This design comes from an exercise in tuning for small area and a short achievable clock period on the open sky130 flow, not from production work. The RTL was checked by simulation tests, not by an equivalence proof against the original design. No activity file was given, so power comes from the tool's default toggle rates.

==> flow/design.v <==
package ctrl_types_pkg;
  localparam int KV_CMD_IDX_W = 16;
  typedef enum logic [0:0] {
    KV_IDLE  = 1'b0,
    KV_FLUSH = 1'b1
  } kv_mem_state_e;
  typedef struct packed {
    logic                    sel;    
    logic                    wr;     
    logic                    del;    
    logic [KV_CMD_IDX_W-1:0] idx;    
  } kv_mem_cmd_t;
endpackage
module kv_prio_onehot #(
  parameter int WIDTH = 16
) (
  input  logic [WIDTH-1:0] req_in,
  output logic [WIDTH-1:0] gnt_out
);
  assign gnt_out = req_in & (~req_in + WIDTH'(1));
endmodule
module kv_g_inv  (input logic a, output logic y);
  assign y = ~a;
endmodule
module kv_g_xnor2 (input logic a, b, output logic y);
  assign y = ~(a ^ b);
endmodule
module kv_g_nand2 (input logic a, b, output logic y);
  assign y = ~(a & b);
endmodule
module kv_g_nand3 (input logic a, b, c, output logic y);
  assign y = ~(a & b & c);
endmodule
module kv_g_nand4 (input logic a, b, c, d, output logic y);
  assign y = ~(a & b & c & d);
endmodule
module kv_g_nor2 (input logic a, b, output logic y);
  assign y = ~(a | b);
endmodule
module kv_g_nor3 (input logic a, b, c, output logic y);
  assign y = ~(a | b | c);
endmodule
module kv_g_nor4 (input logic a, b, c, d, output logic y);
  assign y = ~(a | b | c | d);
endmodule
module kv_g_or2 (input logic a, b, output logic y);
  assign y = a | b;
endmodule
module kv_g_o21ai (input logic a1, a2, b1, output logic y);
  assign y = ~((a1 | a2) & b1);
endmodule
module kv_g_o31ai (input logic a1, a2, a3, b1, output logic y);
  assign y = ~((a1 | a2 | a3) & b1);
endmodule
module kv_g_a21oi (input logic a1, a2, b1, output logic y);
  assign y = ~((a1 & a2) | b1);
endmodule
module kv_g_a22oi (input logic a1, a2, b1, b2, output logic y);
  assign y = ~((a1 & a2) | (b1 & b2));
endmodule
module kv_key_cmp (
  input  logic        valid_n_in,
  input  logic [31:0] key_a_in,
  input  logic [31:0] key_b_in,
  output logic        match_out,
  output logic        match_n_out
);
  logic [31:0] eq1;
  logic [7:0]  ne4;
  logic [3:0]  eq8;
  logic [1:0]  ne16;
  for (genvar b = 0; b < 32; b++) begin : g_bit
    kv_g_xnor2 u_x (.a(key_a_in[b]), .b(key_b_in[b]), .y(eq1[b]));
  end
  for (genvar k = 0; k < 8; k++) begin : g_l1
    kv_g_nand4 u_n (.a(eq1[4*k]), .b(eq1[4*k+1]), .c(eq1[4*k+2]), .d(eq1[4*k+3]), .y(ne4[k]));
  end
  for (genvar k = 0; k < 4; k++) begin : g_l2
    kv_g_nor2 u_n (.a(ne4[2*k]), .b(ne4[2*k+1]), .y(eq8[k]));
  end
  for (genvar k = 0; k < 2; k++) begin : g_l3
    kv_g_nand2 u_n (.a(eq8[2*k]), .b(eq8[2*k+1]), .y(ne16[k]));
  end
  kv_g_nor3 u_m  (.a(ne16[0]), .b(ne16[1]), .c(valid_n_in), .y(match_out));
  kv_g_inv  u_mn (.a(match_out), .y(match_n_out));
endmodule
module kv_lookup #(
  parameter int W = 64
) (
  input  logic [15:0]     m_in,        
  input  logic [15:0]     mn_in,       
  input  logic [15:0]     isel_n_in,   
  input  logic            key_dis_in,
  input  logic [16*W-1:0] data_in,
  output logic [15:0]     sel_out,
  output logic            hit_out,     
  output logic [W-1:0]    data_out
);
  localparam int NS = 4;         
  localparam int SW = W / NS;    
  logic [3:0]  any_g;      
  logic [3:0]  blk_g;      
  logic [15:0] loc_n;      
  logic        kd_a0_n, a1_a2_n;
  for (genvar g = 0; g < 4; g++) begin : g_any
    kv_g_nand4 u_a (.a(mn_in[4*g]), .b(mn_in[4*g+1]), .c(mn_in[4*g+2]), .d(mn_in[4*g+3]),
                    .y(any_g[g]));
  end
  logic a1_n;
  assign blk_g[0] = key_dis_in;
  kv_g_or2   u_b1  (.a(key_dis_in), .b(any_g[0]), .y(blk_g[1]));
  kv_g_nor2  u_k0  (.a(key_dis_in), .b(any_g[0]), .y(kd_a0_n));
  kv_g_inv   u_a1n (.a(any_g[1]), .y(a1_n));
  kv_g_nand2 u_b2  (.a(kd_a0_n), .b(a1_n), .y(blk_g[2]));
  kv_g_nor2  u_a12 (.a(any_g[1]), .b(any_g[2]), .y(a1_a2_n));
  kv_g_nand2 u_b3  (.a(kd_a0_n), .b(a1_a2_n), .y(blk_g[3]));
  for (genvar g = 0; g < 4; g++) begin : g_loc
    assign loc_n[4*g] = mn_in[4*g];
    kv_g_nand2 u_l1 (.a(m_in[4*g+1]), .b(mn_in[4*g]), .y(loc_n[4*g+1]));
    kv_g_nand3 u_l2 (.a(m_in[4*g+2]), .b(mn_in[4*g]), .c(mn_in[4*g+1]), .y(loc_n[4*g+2]));
    kv_g_nand4 u_l3 (.a(m_in[4*g+3]), .b(mn_in[4*g]), .c(mn_in[4*g+1]), .d(mn_in[4*g+2]),
                     .y(loc_n[4*g+3]));
  end
  for (genvar i = 0; i < 16; i++) begin : g_sel
    kv_g_o21ai u_s (.a1(loc_n[i]), .a2(blk_g[i/4]), .b1(isel_n_in[i]), .y(sel_out[i]));
  end
  logic anym_n;
  logic [3:0] isel_any4;
  logic isel_none;
  kv_g_nor4 u_am (.a(any_g[0]), .b(any_g[1]), .c(any_g[2]), .d(any_g[3]), .y(anym_n));
  for (genvar g = 0; g < 4; g++) begin : g_isa
    kv_g_nand4 u_i (.a(isel_n_in[4*g]), .b(isel_n_in[4*g+1]), .c(isel_n_in[4*g+2]),
                    .d(isel_n_in[4*g+3]), .y(isel_any4[g]));
  end
  kv_g_nor4  u_in (.a(isel_any4[0]), .b(isel_any4[1]), .c(isel_any4[2]), .d(isel_any4[3]),
                   .y(isel_none));
  kv_g_o21ai u_hit (.a1(key_dis_in), .a2(anym_n), .b1(isel_none), .y(hit_out));
  logic kd_n;
  kv_g_inv u_kdn (.a(key_dis_in), .y(kd_n));
  logic [16*NS-1:0] lsel;      
  logic [4*NS-1:0]  gate;      
  for (genvar s = 0; s < NS; s++) begin : g_slice
    for (genvar i = 0; i < 16; i++) begin : g_cell
      kv_g_o21ai u_l (.a1(loc_n[i]), .a2(key_dis_in), .b1(isel_n_in[i]), .y(lsel[i*NS+s]));
    end
    assign gate[0*NS+s] = 1'b1;
    kv_g_nand2 u_g1 (.a(kd_n), .b(any_g[0]), .y(gate[1*NS+s]));
    kv_g_o21ai u_g2 (.a1(any_g[0]), .a2(any_g[1]), .b1(kd_n), .y(gate[2*NS+s]));
    kv_g_o31ai u_g3 (.a1(any_g[0]), .a2(any_g[1]), .a3(any_g[2]), .b1(kd_n),
                     .y(gate[3*NS+s]));
  end
  for (genvar b = 0; b < W; b++) begin : g_bit
    localparam int S = b / SW;
    logic [7:0] pr_n;
    logic [3:0] gv;
    logic [1:0] fin_n;
    for (genvar k = 0; k < 8; k++) begin : g_pair
      kv_g_a22oi u_p (.a1(lsel[(2*k)*NS + S]),   .a2(data_in[(2*k)*W + b]),
                      .b1(lsel[(2*k+1)*NS + S]), .b2(data_in[(2*k+1)*W + b]),
                      .y(pr_n[k]));
    end
    for (genvar g = 0; g < 4; g++) begin : g_grp
      kv_g_nand2 u_v (.a(pr_n[2*g]), .b(pr_n[2*g+1]), .y(gv[g]));
    end
    kv_g_a21oi u_f0 (.a1(gv[1]), .a2(gate[1*NS+S]), .b1(gv[0]), .y(fin_n[0]));
    kv_g_a22oi u_f1 (.a1(gv[2]), .a2(gate[2*NS+S]), .b1(gv[3]), .b2(gate[3*NS+S]),
                     .y(fin_n[1]));
    kv_g_nand2 u_o  (.a(fin_n[0]), .b(fin_n[1]), .y(data_out[b]));
  end
endmodule
module kv_mem_block #(
  parameter int NUM_ENTRIES = 16,
  parameter int KEY_WIDTH   = 32,
  parameter int VALUE_WIDTH = 64
) (
  input  logic                               clk,
  input  logic                               rst_n,
  input  logic [KEY_WIDTH-1:0]               key_in,
  input  logic [VALUE_WIDTH-1:0]             value_in,
  input  logic                               select_in,
  input  logic                               write_in,
  input  logic                               delete_in,
  input  logic [NUM_ENTRIES-1:0]             idx_in,
  input  logic                               flush_in,
  output logic                               hit,
  output logic [NUM_ENTRIES-1:0]             hit_idx,
  output logic [VALUE_WIDTH-1:0]             value_out,
  output logic                               free_valid,
  output logic [NUM_ENTRIES-1:0]             free_idx,
  output logic [$clog2(NUM_ENTRIES+1)-1:0]   count,
  output logic                               busy,
  output logic                               err,
  output ctrl_types_pkg::kv_mem_state_e      dbg_state
);
  localparam int CW = $clog2(NUM_ENTRIES + 1);
  localparam int PW = $clog2(NUM_ENTRIES);
  logic                   state_q;
  logic [PW-1:0]          ptr_q;
  logic [NUM_ENTRIES-1:0] valid_q;
  logic [KEY_WIDTH-1:0]   key_q [NUM_ENTRIES];
  logic [VALUE_WIDTH-1:0] val_q [NUM_ENTRIES];
  logic [CW-1:0]          count_q;
  logic                   err_q;
  logic [NUM_ENTRIES-1:0] match;
  logic [NUM_ENTRIES-1:0] key_hit_idx;
  logic [NUM_ENTRIES-1:0] free_vec;
  logic [NUM_ENTRIES-1:0] idx_valid;
  logic [NUM_ENTRIES-1:0] acc_idx;
  logic                   key_hit;
  logic                   idx_ok;
  logic                   any_free;
  logic [NUM_ENTRIES-1:0] match_n;
  logic [NUM_ENTRIES-1:0] valid_n;
  assign valid_n = ~valid_q;
  for (genvar i = 0; i < NUM_ENTRIES; i++) begin : g_cmp
    kv_key_cmp u_cmp (
      .valid_n_in (valid_n[i]),
      .key_a_in   (key_q[i]),
      .key_b_in   (key_in),
      .match_out  (match[i]),
      .match_n_out(match_n[i])
    );
  end
  kv_prio_onehot #(.WIDTH(NUM_ENTRIES)) u_free_sel (
    .req_in  (~valid_q),
    .gnt_out (free_vec)
  );
  assign key_hit   = |match;
  assign any_free  = ~&valid_q;
  logic [3:0] grp_any, grp_multi;
  always_comb begin
    for (int g = 0; g < 4; g++) begin
      grp_any[g]   = |idx_in[4*g +: 4];
      grp_multi[g] = (idx_in[4*g]   & idx_in[4*g+1]) | (idx_in[4*g]   & idx_in[4*g+2]) |
                     (idx_in[4*g]   & idx_in[4*g+3]) | (idx_in[4*g+1] & idx_in[4*g+2]) |
                     (idx_in[4*g+1] & idx_in[4*g+3]) | (idx_in[4*g+2] & idx_in[4*g+3]);
    end
  end
  assign idx_ok = !(|grp_multi) &&
                  ((grp_any[0] & !grp_any[1] & !grp_any[2] & !grp_any[3]) |
                   (!grp_any[0] & grp_any[1] & !grp_any[2] & !grp_any[3]) |
                   (!grp_any[0] & !grp_any[1] & grp_any[2] & !grp_any[3]) |
                   (!grp_any[0] & !grp_any[1] & !grp_any[2] & grp_any[3]));
  assign idx_valid = idx_in & valid_q;
  logic                   key_dis;
  logic [NUM_ENTRIES-1:0] isel_n;
  assign key_dis = state_q | select_in;
  logic [3:0]             nz_lo, nz_hi_n, nz_grp, zo_grp;
  logic [NUM_ENTRIES-1:0] lz, ve;
  assign ve = valid_q & {NUM_ENTRIES{!state_q && select_in}};
  for (genvar g = 0; g < 4; g++) begin : g_idx_grp
    kv_g_nor2  u_z0 (.a(idx_in[4*g]),   .b(idx_in[4*g+1]), .y(nz_lo[g]));
    kv_g_nor2  u_z1 (.a(idx_in[4*g+2]), .b(idx_in[4*g+3]), .y(nz_hi_n[g]));
    kv_g_nand2 u_nz (.a(nz_lo[g]), .b(nz_hi_n[g]), .y(nz_grp[g]));
    kv_g_nor3  u_zo (.a(nz_grp[(g+1)%4]), .b(nz_grp[(g+2)%4]), .c(nz_grp[(g+3)%4]),
                     .y(zo_grp[g]));
    for (genvar p = 0; p < 4; p++) begin : g_idx_cell
      kv_g_nor3  u_lz (.a(idx_in[4*g+(p+1)%4]), .b(idx_in[4*g+(p+2)%4]),
                       .c(idx_in[4*g+(p+3)%4]), .y(lz[4*g+p]));
      kv_g_nand4 u_is (.a(idx_in[4*g+p]), .b(lz[4*g+p]), .c(zo_grp[g]), .d(ve[4*g+p]),
                       .y(isel_n[4*g+p]));
    end
  end
  logic [NUM_ENTRIES*VALUE_WIDTH-1:0] val_flat;
  always_comb begin
    for (int i = 0; i < NUM_ENTRIES; i++) begin
      val_flat[i*VALUE_WIDTH +: VALUE_WIDTH] = val_q[i];
    end
  end
  kv_lookup #(.W(VALUE_WIDTH)) u_lookup (
    .m_in      (match),
    .mn_in     (match_n),
    .isel_n_in (isel_n),
    .key_dis_in(key_dis),
    .data_in   (val_flat),
    .sel_out   (acc_idx),
    .hit_out   (hit),
    .data_out  (value_out)
  );
  assign key_hit_idx = acc_idx;
  assign hit_idx    = acc_idx;
  assign free_idx   = free_vec;
  assign free_valid = any_free;
  assign count      = count_q;
  assign busy       = state_q;
  assign dbg_state  = ctrl_types_pkg::kv_mem_state_e'(state_q);
  assign err        = err_q;
  logic                   idle_cmd;
  logic                   do_del;
  logic                   wr_req;
  logic                   do_idx_wr;
  logic                   do_key_wr;
  logic [NUM_ENTRIES-1:0] wr_vec;
  logic [NUM_ENTRIES-1:0] clr_vec;
  logic                   cnt_inc;
  logic                   cnt_dec;
  logic                   illegal;
  assign idle_cmd   = !state_q && !flush_in;
  assign do_del     = idle_cmd && delete_in && idx_ok;
  assign wr_req     = idle_cmd && write_in && !delete_in;
  assign do_idx_wr  = wr_req && select_in && idx_ok;
  assign do_key_wr  = wr_req && !select_in;
  always_comb begin
    for (int i = 0; i < NUM_ENTRIES; i++) begin
      wr_vec[i] = (do_idx_wr && idx_in[i]) ||
                  (do_key_wr && (key_hit ? key_hit_idx[i] : free_vec[i]));
    end
  end
  always_comb begin
    for (int i = 0; i < NUM_ENTRIES; i++) begin
      clr_vec[i] = (do_del && idx_in[i]) ||
                   (state_q && (ptr_q == PW'(i)));
    end
  end
  assign cnt_inc = (do_idx_wr && !(|idx_valid)) ||
                   (do_key_wr && !key_hit && any_free);
  assign cnt_dec = (do_del && (|idx_valid)) || (state_q && valid_q[ptr_q]);
  assign illegal = idle_cmd && (
                     (delete_in && !idx_ok) ||
                     (delete_in && write_in) ||
                     (wr_req && select_in && !idx_ok) ||
                     (do_key_wr && !key_hit && !any_free));
  always_ff @(posedge clk) begin
    for (int i = 0; i < NUM_ENTRIES; i++) begin
      if (wr_vec[i]) begin
        key_q[i] <= key_in;
        val_q[i] <= value_in;
      end
    end
  end
  always_ff @(posedge clk or negedge rst_n) begin
    if (!rst_n) begin
      valid_q <= '0;
      count_q <= '0;
      err_q   <= 1'b0;
      state_q <= 1'b0;
      ptr_q   <= '0;
    end else begin
      valid_q <= (valid_q & ~clr_vec) | wr_vec;
      count_q <= count_q + CW'(cnt_inc) - CW'(cnt_dec);
      if (!state_q && flush_in) begin
        err_q <= 1'b0;
      end else if (illegal) begin
        err_q <= 1'b1;
      end
      if (!state_q) begin
        state_q <= flush_in;
        ptr_q   <= '0;
      end else begin
        state_q <= (ptr_q != PW'(NUM_ENTRIES - 1));
        ptr_q   <= ptr_q + PW'(1);
      end
    end
  end
endmodule
==> flow/flow/run.sh <==
#!/bin/bash
set -euo pipefail
cd "$(dirname "${BASH_SOURCE[0]}")/.."
source flow/knobs.sh
bash standard.sh "${KNOBS[@]}" finish > make_finish.log 2>&1
==> flow/flow/downsize.tcl <==
# Swap a few gate types that synthesis sized up for its fixed output load
# back to their smallest drive strength (same function and pins).
set swaps {
  sky130_fd_sc_hd__a22oi_2 sky130_fd_sc_hd__a22oi_1
  sky130_fd_sc_hd__nor3_2  sky130_fd_sc_hd__nor3_1
  sky130_fd_sc_hd__a21oi_2 sky130_fd_sc_hd__a21oi_1
  sky130_fd_sc_hd__o31ai_2 sky130_fd_sc_hd__o31ai_1
}
set n 0
foreach inst [[ord::get_db_block] getInsts] {
  set m [[$inst getMaster] getName]
  if { [dict exists $swaps $m] } {
    replace_cell [$inst getName] [dict get $swaps $m]
    incr n
  }
}
puts "downsize.tcl: resized $n instances"
==> flow/flow/knobs.sh <==
KNOBS=(
  "SETUP_SLACK_MARGIN=5.25"
  "BUFFER_PORTS_ARGS=-buffer_cell sky130_fd_sc_hd__buf_1"
  "CTS_ARGS=-sink_clustering_enable -repair_clock_nets -dont_use_dummy_load -sink_clustering_size 16 -sink_clustering_max_diameter 60 -buf_list {sky130_fd_sc_hd__clkbuf_4 sky130_fd_sc_hd__clkbuf_8}"
  "PRE_FLOORPLAN_TCL=$PWD/flow/downsize.tcl"
)
==> flow/standard.sh <==
#!/bin/bash
# synth_recipe.tcl (not shown) runs the flow's synth.tcl, then flattens the netlist and writes it again
# the make line also repeats each setting of config.mk as NAME=value (left out here)
make -C /OpenROAD-flow-scripts/flow DESIGN_CONFIG=/design/flow/config.mk WORK_HOME=/design/flow/orfs CLKGATE_MAP_FILE= SYNTH_SCRIPT=/design/flow/synth_recipe.tcl "${@:-finish}"
==> flow/config.mk <==
export PLATFORM = sky130hd
export DESIGN_NAME = kv_mem_block
export DESIGN_NICKNAME = kv_mem_block
export VERILOG_FILES = /design/flow/design.v
export SDC_FILE = /design/flow/constraint.sdc
export NUM_CORES = 4
export LEC_CHECK = 0
export CAP_MARGIN = 10
export CORE_MARGIN = 2
export CORE_UTILIZATION = 40
export PLACE_DENSITY = 0.55
export SLEW_MARGIN = 10
export SYNTH_HIERARCHICAL = 1
export TNS_END_PERCENT = 0
==> flow/constraint.sdc <==
create_clock -name core_clock -period 14.0 [get_ports {clk}]
set_input_delay 2.8000 -clock core_clock [delete_from_list [all_inputs] [get_ports {clk}]]
set_output_delay 2.8000 -clock core_clock [all_outputs]
set_load 0.01 [all_outputs]
==> reports/results.txt, run 1 <==
The post-layout total power was 7.87 mW; the final worst clock skew was 114 ps. For the final count of hold timing violations, the log shows 0. After detailed routing, the average wire length per cell comes to 27.6 µm. Walking the worst path, the cells encountered are buf_1 > nor2_1 > nand2_1 > nor3_1 > nand4_1 > o21ai_1 > buf_4 > a22oi_1 > nand2_1 > a22oi_1 > nand2_1 > buf_1.

Class of the worst hold path: flop to flop. Dividing the detail-routed via count by the number of cells gives 5.67. In the finished design, the share of the clock period the worst path needs comes to 62.6%. Setup repair after global routing could not meet its margin everywhere. By instance count, the cell type seen most on the critical path is sky130_fd_sc_hd__nand2_1. Measured in cells, the most critical reg-to-reg path has a length of 15. The largest individual stage delay along the critical path comes from the cell sky130_fd_sc_hd__nand4_1. The number of placed I/O pins came out at 224. The floorplan step set the die height to 396 µm. The first detailed-routing pass took 6 iterations.

For the total routed wirelength, the log shows 172 mm. The number of buffers inserted by port buffering was 223. After clock tree synthesis, the clock-pin slew on the worst setup and hold paths is 80 ps. For this design the static power due to leakage is 21.4 nW. In the final design database the tool counted 4,334 nets. The count of placed standard cells including taps was 6,039; the total number of yosys warnings was 11. In this run the critical register-to-register path is launched from key_q[0][23]$_DFFE_PP_. Excluding fillers, the count of instances in the completed layout stands at 6,244. Final routed DRC violation total: 0.

Along the worst path, the maximum fanout reaches 16. The floorplan has 143 rows. The routed design could run at a clock period as short as 8760 ps.

For the via count of the first global-routing pass, the log shows 34,000. Data on the critical path is required at its endpoint by 11,200 ps. The top cell types in the final layout, fill and taps aside, are 1,536 x sky130_fd_sc_hd__edfxtp_1, 573 x sky130_fd_sc_hd__a22oi_1, 518 x sky130_fd_sc_hd__xnor2_1. The worst setup path is of the input pin to output pin kind. The gate count of the mapped netlist is 3,747. Once detail routing completed, the nets flagged for antenna violations numbered 0. The library cell used most frequently in the layout, excluding fill and tap cells, is sky130_fd_sc_hd__edfxtp_1.

The final estimated routing congestion in global placement was 0.913. The flow ran to the end and the layout has no timing, DRC or antenna violations. The later pin in the worst-skew pair is clocked with a latency of 930 ps. Setup violations remaining at the end of the flow were counted as 0. TritonCTS built the clock tree. The tools report the clock root buffer as sky130_fd_sc_hd__clkbuf_8. Buffers inserted to repair hold after CTS numbered 0.

The worst-case IR drop observed on VDD is 0.0660 mV. The critical path ends at value_out[54]. The worst setup path is launched from an input pin.

The tools report the area of the die as 0.156 mm². Of the cells placed in the final design, the portion with a size suffix greater than 1 is 10.2%. The delay of the slowest cell on the worst path is 780 ps. After detailed placement, the total cell area comes to 0.0654 mm². For the worst setup path, the data arrival time is 5960 ps. For this run the aggregate overflow at the end of global routing stands at 0. For the number of sinks driven by the clock tree, the log shows 1,563.

The area of all placed cells without fillers was 0.0689 mm². The remaining max-slew budget at the tightest pin is 22.3%. The run gives 40.3% as the initial cell density of the core. The fmax was 0.114 GHz.

The core region is 0.152 mm². The tools report the sort of element at the end of the critical path as an output pin. For the wire length of the first global-routing pass, the log shows 245 mm. Detailed placement ended at an HPWL of 98.3 mm. The max-capacitance violation count is 0. The summed negative setup slack over all endpoints was 0 ps.

Destination of the worst register-to-register timing path: val_q[13][22]$_DFFE_PP_. The die is 396 µm wide. Counting along the longest clock path gives a buffer depth of 3.

For this run, the total global-route usage over all layers was measured as 21.6%. The maximum number of pins on one net before global-route repair was 60; the total vias in the final route was 35,400. The logs give 3,699 for the initial detailed-routing violation count and 4 for the number of levels the H-tree was split into. The run gives 29 as the number of antenna violations at the first check in global routing. The final count of pins violating max slew came out at 0. The setup slack of the most critical reg-to-reg path is 8660 ps. Tracing the worst setup path back leads to its startpoint at idx_in[14]. The number of clock buffers added by TritonCTS is 133. The worst-margin pin slew came out at 1160 ps.

Power spread over the standard cell area amounts to 114 mW/mm². The number of filler cells placed in the layout is 13,400. The logs give 521 ps for the worst-case hold slack and 3,875 for the post-synth net total.
report_power, final:
part           internal (mW)  leakage, nW  switching, mW
clock network          0.850        0.956           1.41
logic                  0.140         6.28          0.280
registers               5.15         14.1         0.0384
state kept, by name, indices dropped and copies added, names as in the netlist:
name     flops
state_q      1
val_q     1024
ptr_q        4
valid_q     16
count_q      5
key_q      512
err_q        1
metrics by stage:
step	utilization, %	worst slack, ps
global route	45.3	5140
detailed placement	43.0	3980
floorplan	-	6060
global placement	43.0	4020
finish	45.3	5240
CTS	45.1	5160
worst min path at each step:
| stage | startpoint | end | cells past startpoint |
|---|---|---|---|
| after floorplan | count_q[0]$_DFF_PN0_ | count_q[0]$_DFF_PN0_ | 1 |
| after global placement | count_q[0]$_DFF_PN0_ | count_q[0]$_DFF_PN0_ | 1 |
| after detailed placement | count_q[0]$_DFF_PN0_ | count_q[0]$_DFF_PN0_ | 1 |
| after CTS | count_q[0]$_DFF_PN0_ | count_q[0]$_DFF_PN0_ | 1 |
| after global routing | count_q[0]$_DFF_PN0_ | count_q[0]$_DFF_PN0_ | 1 |
| final | count_q[0]$_DFF_PN0_ | count_q[0]$_DFF_PN0_ | 1 |
worst max-delay path: cells and delay by family:
| kind | cells | cell delay (ps) |
|---|---|---|
| compound gates | 3 | 530 |
| simple gates | 6 | 1800 |
| buf+inv | 3 | 810 |
layout make-up:
| class | instances | area [µm²] | share of cell area, % |
|---|---|---|---|
| sequential | 1563 | 46800 | 67.9 |
| multi-input combinational | 2115 | 15100 | 21.9 |
| tap | 2030 | 2540 | 3.69 |
| timing repair buffer | 345 | 2450 | 3.55 |
| clock buffer | 133 | 1830 | 2.66 |
| inverter | 48 | 180 | 0.261 |
| antenna | 10 | 25.0 | 0.0363 |
repair_timing:
| action | 4_1_cts | 5_1_grt |
|---|---|---|
| setup buffers | 41 | 21 |
| pin swaps | 32 | 8 |
| endpoints found under the setup margin | 77 | 73 |
| resized for setup | 121 | 42 |
metal layers:
metal | GRT usage, % | vias to the layer above | wire [µm] | share of wire [%]
li1 | - | 15600 | - | -
met3 | 6.02 | 274 | 15200 | 8.8
met4 | 6.00 | 24 | 4370 | 2.5
met1 | 29.9 | 18000 | 73800 | 43
met5 | 0 | - | 147 | 0.085
met2 | 33.5 | 1424 | 78700 | 46
==> run 2: changes to the inputs <==
--- a/flow/design.v
+++ b/flow/design.v
@@ -141,11 +141,16 @@
   logic [4*NS-1:0]  gate;      
   for (genvar s = 0; s < NS; s++) begin : g_slice
+    logic [2:0] any_s;
     for (genvar i = 0; i < 16; i++) begin : g_cell
       kv_g_o21ai u_l (.a1(loc_n[i]), .a2(key_dis_in), .b1(isel_n_in[i]), .y(lsel[i*NS+s]));
     end
+    for (genvar g = 0; g < 3; g++) begin : g_any_s
+      kv_g_nand4 u_a (.a(mn_in[4*g]), .b(mn_in[4*g+1]), .c(mn_in[4*g+2]), .d(mn_in[4*g+3]),
+                      .y(any_s[g]));
+    end
     assign gate[0*NS+s] = 1'b1;
-    kv_g_nand2 u_g1 (.a(kd_n), .b(any_g[0]), .y(gate[1*NS+s]));
-    kv_g_o21ai u_g2 (.a1(any_g[0]), .a2(any_g[1]), .b1(kd_n), .y(gate[2*NS+s]));
-    kv_g_o31ai u_g3 (.a1(any_g[0]), .a2(any_g[1]), .a3(any_g[2]), .b1(kd_n),
+    kv_g_nand2 u_g1 (.a(kd_n), .b(any_s[0]), .y(gate[1*NS+s]));
+    kv_g_o21ai u_g2 (.a1(any_s[0]), .a2(any_s[1]), .b1(kd_n), .y(gate[2*NS+s]));
+    kv_g_o31ai u_g3 (.a1(any_s[0]), .a2(any_s[1]), .a3(any_s[2]), .b1(kd_n),
                      .y(gate[3*NS+s]));
   end
==> flow/flow/knobs.sh (replaced) <==
KNOBS=(
  "SETUP_SLACK_MARGIN=5.5"
  "BUFFER_PORTS_ARGS=-buffer_cell sky130_fd_sc_hd__buf_1"
  "CTS_ARGS=-sink_clustering_enable -repair_clock_nets -dont_use_dummy_load -sink_clustering_size 16 -sink_clustering_max_diameter 60 -buf_list {sky130_fd_sc_hd__clkbuf_4 sky130_fd_sc_hd__clkbuf_8}"
  "PRE_FLOORPLAN_TCL=$PWD/flow/downsize.tcl"
)
--- a/flow/config.mk
+++ b/flow/config.mk
@@ -12,3 +12,2 @@
 export SLEW_MARGIN = 10
 export SYNTH_HIERARCHICAL = 1
-export TNS_END_PERCENT = 0
==> reports/results.txt, run 2 <==
The filler cells instantiated in the layout total 13,000. The areal power density over the cells came out at 110 mW/mm². Sort of element at the start of the critical path: an input pin. The tools report the number of levels the H-tree was split into as 4.

Leaving out fill and tap cells, the most frequent cell in the layout is sky130_fd_sc_hd__edfxtp_1. For this run the aggregate overflow at the end of global routing stands at 0. The total of endpoints with negative setup slack in the final report was 0. The mean routed wirelength per cell works out to 28.2 µm.

Buffers placed on the I/O ports in this run total 223. TritonCTS built the clock tree. Worst-margin pin slew: 1210 ps. The register with the most flip-flops in the layout has 1,024 of them. For this run, design rule violations remaining after detail routing come to 0. The number of cells on the worst reg-to-reg path is 14. The run gives 179 mm as the total routed wirelength.

The number of sinks driven by the clock tree is 1,563. The most critical setup path has its startpoint at key_in[1]. The final count of pins violating max slew was 0.

Placed standard-cell area: 0.0656 mm². For the number of iterations in the first detailed-routing pass, the log shows 5. The tools report the sort of element at the end of the critical path as an output pin. Leaving out fill and tap cells, the most frequent cells in the layout are 1,536 x sky130_fd_sc_hd__edfxtp_1, 530 x sky130_fd_sc_hd__a22oi_1, 505 x sky130_fd_sc_hd__xnor2_1.

Data on the critical path is required at its endpoint by 11,200 ps. The run gives 143 as the cell row count. For this design, the slowest cell found on the critical path is sky130_fd_sc_hd__nor3_4.

For this block, the via count after detailed routing is 36,400. The startpoint identified for the worst register-to-register timing path is key_q[2][22]$_DFFE_PP_. The number of clock buffers added by TritonCTS is 130. The logs give 46.9% for the post-route core utilization and 22.7 nW for the leakage power figure.

The clock passes through at most 3 buffers. After clock tree synthesis, the flow added hold-fix buffers numbering 0. The tools report the final estimated routing congestion in global placement as 0.902. In this run the critical register-to-register path is captured at key_q[6][13]$_DFFE_PP_. The via count of the first global-routing pass is 35,000. Gate count of the mapped netlist: 3,759. The flow ran to the end and the layout has no timing, DRC or antenna violations. The total area inside the core boundary comes to 0.152 mm².

The summed negative setup slack over all endpoints came out at 0 ps. Between clock sinks in the finished design, the worst skew comes to 121 ps. Summed over all nets, the half-perimeter wirelength after detailed placement is 101 mm. Clock root buffer: sky130_fd_sc_hd__clkbuf_8.

The setup slack of the most critical reg-to-reg path was 8690 ps; the initial detailed-routing violation count was 3,799. The height of the die came out at 396 µm. The run gives 22.0% as the combined global-route utilization of all metal layers. Setup repair after global routing could not meet its margin everywhere.

Based on the critical path, the design can be clocked at up to 0.117 GHz. Wire length of the first global-routing pass: 250 mm. Type of the worst setup path: input pin to output pin.

Final critical delay including setup and external delays: 8570 ps. Counting tap cells, the placed design contains a total of 6,058 instances. The internal power component is 6.15 mW, and the switching power is 1.74 mW. During synthesis, Yosys emitted a total of 11 warnings. Family of cells with the greatest summed delay on the critical path: simple AND/OR/NAND/NOR gates.

In this run the worst hold path is classified as flop to flop. The share of total power dissipated in the clock network is 28.3%. Entering global routing, the biggest net connects 62 pins. The startpoint identified for the worst hold timing path is count_q[0]$_DFF_PN0_. Via-per-instance ratio: 5.73. Number of nets in the layout: 4,460. The tool flagged a number of max-cap violations equal to 0.

The cell depth of the worst hold path is 1, and the number of antenna-violating nets in the routed design is 0. Leaving out filler cells and counting taps, the final layout contains 6,365. Measured against its own limit, the worst slew margin works out to 19.6%. Along the worst path, the maximum fanout reaches 7. The post-layout total power was 7.89 mW; the worst-case vdd ir drop was 0.0900 mV. Once the floorplan was initialized, standard cells occupied 40.3% of the core. In the final layout, the multi-input gates occupy 0.0159 mm². The die covers 0.157 mm².

Of the total power, the share spent switching nets is 22.0%. The register with the most flip-flops in the final layout is val_q. In this run, flip-flops and latches consume 65.8% of the power.

The buffering stage count on the worst path with inverters included is 7, and the number of placed I/O pins is 224. Walking the worst path, the cells encountered are buf_6 > buf_12 > xnor2_2 > nand4_1 > nor2_1 > nand2_2 > nor3_4 > inv_2 > nand4_1 > buf_6 > o21ai_4 > buf_12 > buf_4 > a22oi_1 > nand2_1 > a22oi_1 > nand2_1 > clkbuf_2. The number of antenna violations at the first check in global routing was 29. The fraction of final layout cells sized beyond drive strength 1 came out at 15.9%. Width of the die: 396 µm.

The share of power burned in combinational logic was 5.8%; the share of the clock period used by the worst path was 61.2%. At the later pin of the worst-skew pair, clock insertion delay measures 950 ps. The path with the worst hold slack has its endpoint at count_q[0]$_DFF_PN0_. For the worst setup path, the data arrival time is 5770 ps. After routing the design area is 0.0714 mm². The final count of hold timing violations is 0, and the flip-flop and latch area is 0.0468 mm².

The largest registers in the layout are val_q (1024), key_q (512), valid_q (16). Post-synth net total: 3,887. The clock transition at the registers of the reported paths works out to 80 ps. On the worst path, the slowest cell contributes a delay of 340 ps.
-- run 2: cell count changes in the layout (fill, tap and decap cells not counted), moves of 14 or more --
cell	change
sky130_fd_sc_hd__a22oi_2	+43
sky130_fd_sc_hd__buf_12	+47
sky130_fd_sc_hd__clkbuf_8	-14
sky130_fd_sc_hd__nor2_1	-15
sky130_fd_sc_hd__clkbuf_16	+17
sky130_fd_sc_hd__nand2_1	-29
sky130_fd_sc_hd__buf_4	+43
sky130_fd_sc_hd__buf_1	-14
sky130_fd_sc_hd__a22oi_1	-43
sky130_fd_sc_hd__nand2_2	+28
sky130_fd_sc_hd__buf_6	+20
-- run 2: how the worst max path moves through the flow --
stage | to | slack, ps | cells after the start
after floorplan | value_out[0] | 6340 | 10
after global placement | value_out[18] | 4010 | 13
after detailed placement | value_out[18] | 4020 | 13
after CTS | value_out[52] | 5450 | 17
after global routing | value_out[47] | 5340 | 17
final | value_out[40] | 5430 | 18
-- run 2: power groups by stage --
| stage | Combinational, mW | Sequential [mW] | Clock (mW) |
|---|---|---|---|
| 6_report | 0.461 | 5.19 | 2.23 |
| 5_1_grt | 0.501 | 5.20 | 2.45 |
| 4_1_cts | 0.436 | 5.19 | 2.30 |
| 3_5_place_dp | 0.410 | 5.30 | 0 |
| 3_3_place_gp | 0.403 | 5.30 | 0 |
| 2_1_floorplan | 0.216 | 5.28 | 0 |
-- run 2: repair_timing --
action,CTS,global route
resized for setup,210,195
setup buffers,75,83
endpoints found under the setup margin,81,65
gates cloned,2,12
pin swaps,52,51
endpoints found under the hold margin,0,0
-- run 2: routing by layer --
| layer | up-vias | track usage [%] | share of wire (%) |
|---|---|---|---|
| met5 | - | 0 | 0.080 |
| met4 | 24 | 6.57 | 2.8 |
| met3 | 327 | 6.02 | 9.3 |
| met2 | 1560 | 34.2 | 46 |
| met1 | 18600 | 30.2 | 42 |
| li1 | 15900 | - | - |
-- run 2: metrics by stage --
step                      hold WS, ps  setup WS, ps
after floorplan                   545          6340
after global placement            496          4010
after detailed placement          501          4020
after CTS                         519          5450
after global routing              529          5340
final                             517          5430
-- run 2: area by class of cell --
cell class                 count  share of cell area (%)
antenna                        5                  0.0175
clock buffer                 130                    2.51
inverter                      48                   0.277
multi-input combinational   2129                    22.2
sequential                  1563                    65.5
tap                         2030                    3.56
timing repair buffer         460                    5.89
==> run 3: changes to the inputs <==
==> flow/flow/knobs.sh (replaced) <==
KNOBS=(
  "SETUP_SLACK_MARGIN=5"
  "BUFFER_PORTS_ARGS=-buffer_cell sky130_fd_sc_hd__buf_1"
  "CTS_ARGS=-sink_clustering_enable -repair_clock_nets -dont_use_dummy_load -sink_clustering_size 16 -sink_clustering_max_diameter 60 -buf_list {sky130_fd_sc_hd__clkbuf_4 sky130_fd_sc_hd__clkbuf_8}"
  "PRE_FLOORPLAN_TCL=$PWD/flow/downsize.tcl"
)
==> reports/results.txt, run 3 <==
The tools report the area of the die as 0.157 mm². After floorplanning, the core was sized to cover 0.152 mm². The tools report the worst-case hold slack as 516 ps. The worst-margin pin slew is 1180 ps. The height of the die works out to 396 µm. Summed over all failing endpoints, the final setup total negative slack is 0 ps. The routing usage on met1 is 30.2%, and the number of buffers between clock root and the deepest sink is 3.

The number of antenna violations at the first check in global routing was 32. The logs give 0 for the final routed DRC violation total and 1,563 for the number of sinks driven by the clock tree. Entering global routing, the biggest net connects 62 pins. The cell row count was 143. Fraction of final layout cells sized beyond drive strength 1: 10.2%. For this design, the slowest cell found on the critical path is sky130_fd_sc_hd__nor3_2. Among the stages of the critical path, the cell type that occurs most often is sky130_fd_sc_hd__nand2_1. Busiest metal layer after global routing: met2.

The clock root buffer was sky130_fd_sc_hd__clkbuf_8. OpenSTA, run right after detailed placement, puts the worst setup slack at 4020 ps. Dividing the detail-routed via count by the number of cells gives 5.70.

At the worst endpoint, the required time is 11,200 ps. In the post-route analysis, the smallest setup slack over all paths is 5140 ps. Worst-path maximum fanout: 32. The run gives 40.3% as the initial cell density of the core. On the worst path, the slowest cell contributes a delay of 410 ps. The combined global-route utilization of all metal layers is 21.9%, and the final count of pins violating max slew is 0. Walking the worst path, the cells encountered are clkbuf_2 > buf_6 > xnor2_1 > nand4_1 > nor2_1 > nand2_1 > nor3_2 > inv_1 > nand4_1 > buf_4 > o21ai_2 > buf_4 > a22oi_1 > nand2_1 > a22oi_1 > nand2_1 > buf_1. The startpoint identified for the worst hold timing path is count_q[0]$_DFF_PN0_. Summed over all layers, the routed wires come to 174 mm.

The buffering stage count on the worst path with inverters included is 6. For the number of buffers added by the clock tree synthesis step, the log shows 130. Clock-pin slew was measured on the worst setup and hold paths at 80 ps.

The remaining max-slew budget at the tightest pin was 21.1%; the overall overflow remaining after global route was 0. The tools report the final count of hold timing violations as 0. On the critical path the largest part of the delay comes from simple AND/OR/NAND/NOR gates.

The class of the worst hold path is flop to flop. The run finished with no timing, DRC or antenna violations. The worst setup path is launched from an input pin.

The total number of yosys warnings came out at 11. For the wire length of the first global-routing pass, the log shows 249 mm. In the global route stage, met2 resource usage came out at 33.8%. The fmax is 0.113 GHz. The final layout contains 4,349 nets. IR analysis of the VDD net gives a maximum drop of 0.0899 mV. When the netlist entered floorplanning its net count stood at 3,887. The startpoint identified for the worst register-to-register timing path is state_q$_DFF_PN0_. The timing startpoint of the critical path is key_in[2].

Power comes to 7.84 mW. Setup repair after global routing could not meet its margin everywhere. The clock reaches the later pin of the worst-skew pair after 940 ps.

In this run, post-CTS hold repair placed 0 buffers. The H-tree was split into 4 levels. The type of the worst setup path was input pin to output pin. Routability-driven placement finished with a final weighted congestion of 0.902. The tool flagged a number of max-cap violations equal to 0. Across all layers, the routed design uses 35,600 vias.

Leaving out fill and tap cells, the most frequent cells in the layout are 1,536 x sky130_fd_sc_hd__edfxtp_1, 581 x sky130_fd_sc_hd__a22oi_1, 518 x sky130_fd_sc_hd__xnor2_1. The largest registers in the layout are val_q (1024), key_q (512), valid_q (16). In the finished design, the share of the clock period the worst path needs comes to 63.3%. The cell count after synthesis came out at 3,759.

The HPWL after detailed placement is 101 mm. For this block, the initial DRC count from the detailed router was 3,809. The clock arrives with 115 ps of skew. Number of filler cells placed in the layout: 13,300. For this design the ratio of total power to cell area is 114 mW/mm². The count of nets left with antenna violations once routing finished came out at 0.

STA classifies the critical path endpoint as an output pin. Setup violations remaining at the end of the flow were counted as 0. The number of iterations in the first detailed-routing pass is 6.

The tools report the leakage power figure as 21.4 nW. The final critical delay including setup and external delays works out to 8860 ps. The register with the most flip-flops in the layout has 1,024 of them. The critical path arrival was 6060 ps; the mean routed wirelength per cell was 27.7 µm.

TritonCTS built the clock tree. The run gives 34,800 as the via count of the first global-routing pass. More flip-flops sit in one register than any other, and that register is val_q.

Leaving out fill and tap cells, the most frequent cell in the layout is sky130_fd_sc_hd__edfxtp_1. In this run the count of I/O pins placed on the die edge is 224. For this run, global-route usage on met3 was measured as 6.03%.

Measured along the x axis, the die boundary spans 396 µm. Number of buffers inserted by port buffering: 223.
## run 3: layer usage
| layer | vias to the layer above | share of wire, % |
|---|---|---|
| met1 | 18100 | 42 |
| met2 | 1538 | 45 |
| li1 | 15700 | - |
| met3 | 323 | 9.8 |
| met4 | 26 | 3.1 |
| met5 | - | 0.091 |
## run 3: cell type report
class,instances,area (µm²),area share (%)
clock buffers,130,1790,2.59
inverters,48,180,0.261
well taps,2030,2540,3.68
diodes,6,15.0,0.0218
multi-input cells,2129,15200,22.0
repair buffers,349,2470,3.58
flip-flops and latches,1563,46800,67.8
## run 3: worst paths after layout
check	end	slack, ps	cells after the start
min in group asynchronous	state_q$_DFF_PN0_	1990	1
worst max-delay path	value_out[52]	5140	17
max in group asynchronous	valid_q[2]$_DFF_PN0_	11430	1
worst max register to register	val_q[13][51]$_DFFE_PP_	8580	8
worst min-delay path	count_q[0]$_DFF_PN0_	520	1
worst min register to register	count_q[0]$_DFF_PN0_	520	1
## run 3: power by group
part	leakage (nW)	switching [mW]	internal, mW
Sequential	14.1	0.0389	5.15
Clock	0.935	1.40	0.832
Combinational	6.34	0.282	0.140
Total	21.4	1.72	6.13
## run 3: stage by stage
stage / cells / util [%] / instance area [µm²]
final: 6255 / 45.3 / 69000
after floorplan: 3759 / - / 61400
after detailed placement: 6058 / 43.1 / 65600
after global placement: 6058 / 43.1 / 65600
after global routing: 6252 / 45.3 / 69000
after CTS: 6245 / 45.2 / 68800
## run 3: what timing repair did
item	in CTS	in global routing
gates cloned	2	0
pin swaps	34	2
setup endpoints to repair	64	64
gates resized for setup	89	46
buffers inserted	55	4

re-timing with driven ports:
No port has a modelled driver above. Below, the same layouts with a new extraction and two added sets of constraints.
Step 1 (the two cells are an assumption about what drives the block):
set clk [get_ports {clk}]
set_driving_cell -lib_cell sky130_fd_sc_hd__clkbuf_16 $clk
set_driving_cell -lib_cell sky130_fd_sc_hd__buf_2 [delete_from_list [all_inputs] $clk]
Step 2 also shifts input and output timing later by t, the mid clock arrival at the registers, as if the neighbouring blocks saw the same clock.
a / b / c = no drivers / after step 1 / after step 2; a / b = the first two.
| run | t (ns) | setup slack, ns | latest minus earliest clock arrival (ns) |
|---|---|---|---|
| run 1 | 0.939 | 5.236 / 5.124 / 5.124 | 0.114 / 0.114 |
| run 2 | 0.968 | 5.434 / 5.357 / 5.357 | 0.121 / 0.121 |
| run 3 | 0.963 | 5.139 / 5.044 / 5.044 | 0.115 / 0.115 |
After both steps every run listed still meets setup and hold. The setup slack of run 1, which loses most, moves by -0.112 ns with the drivers and by -0.112 ns with both steps.
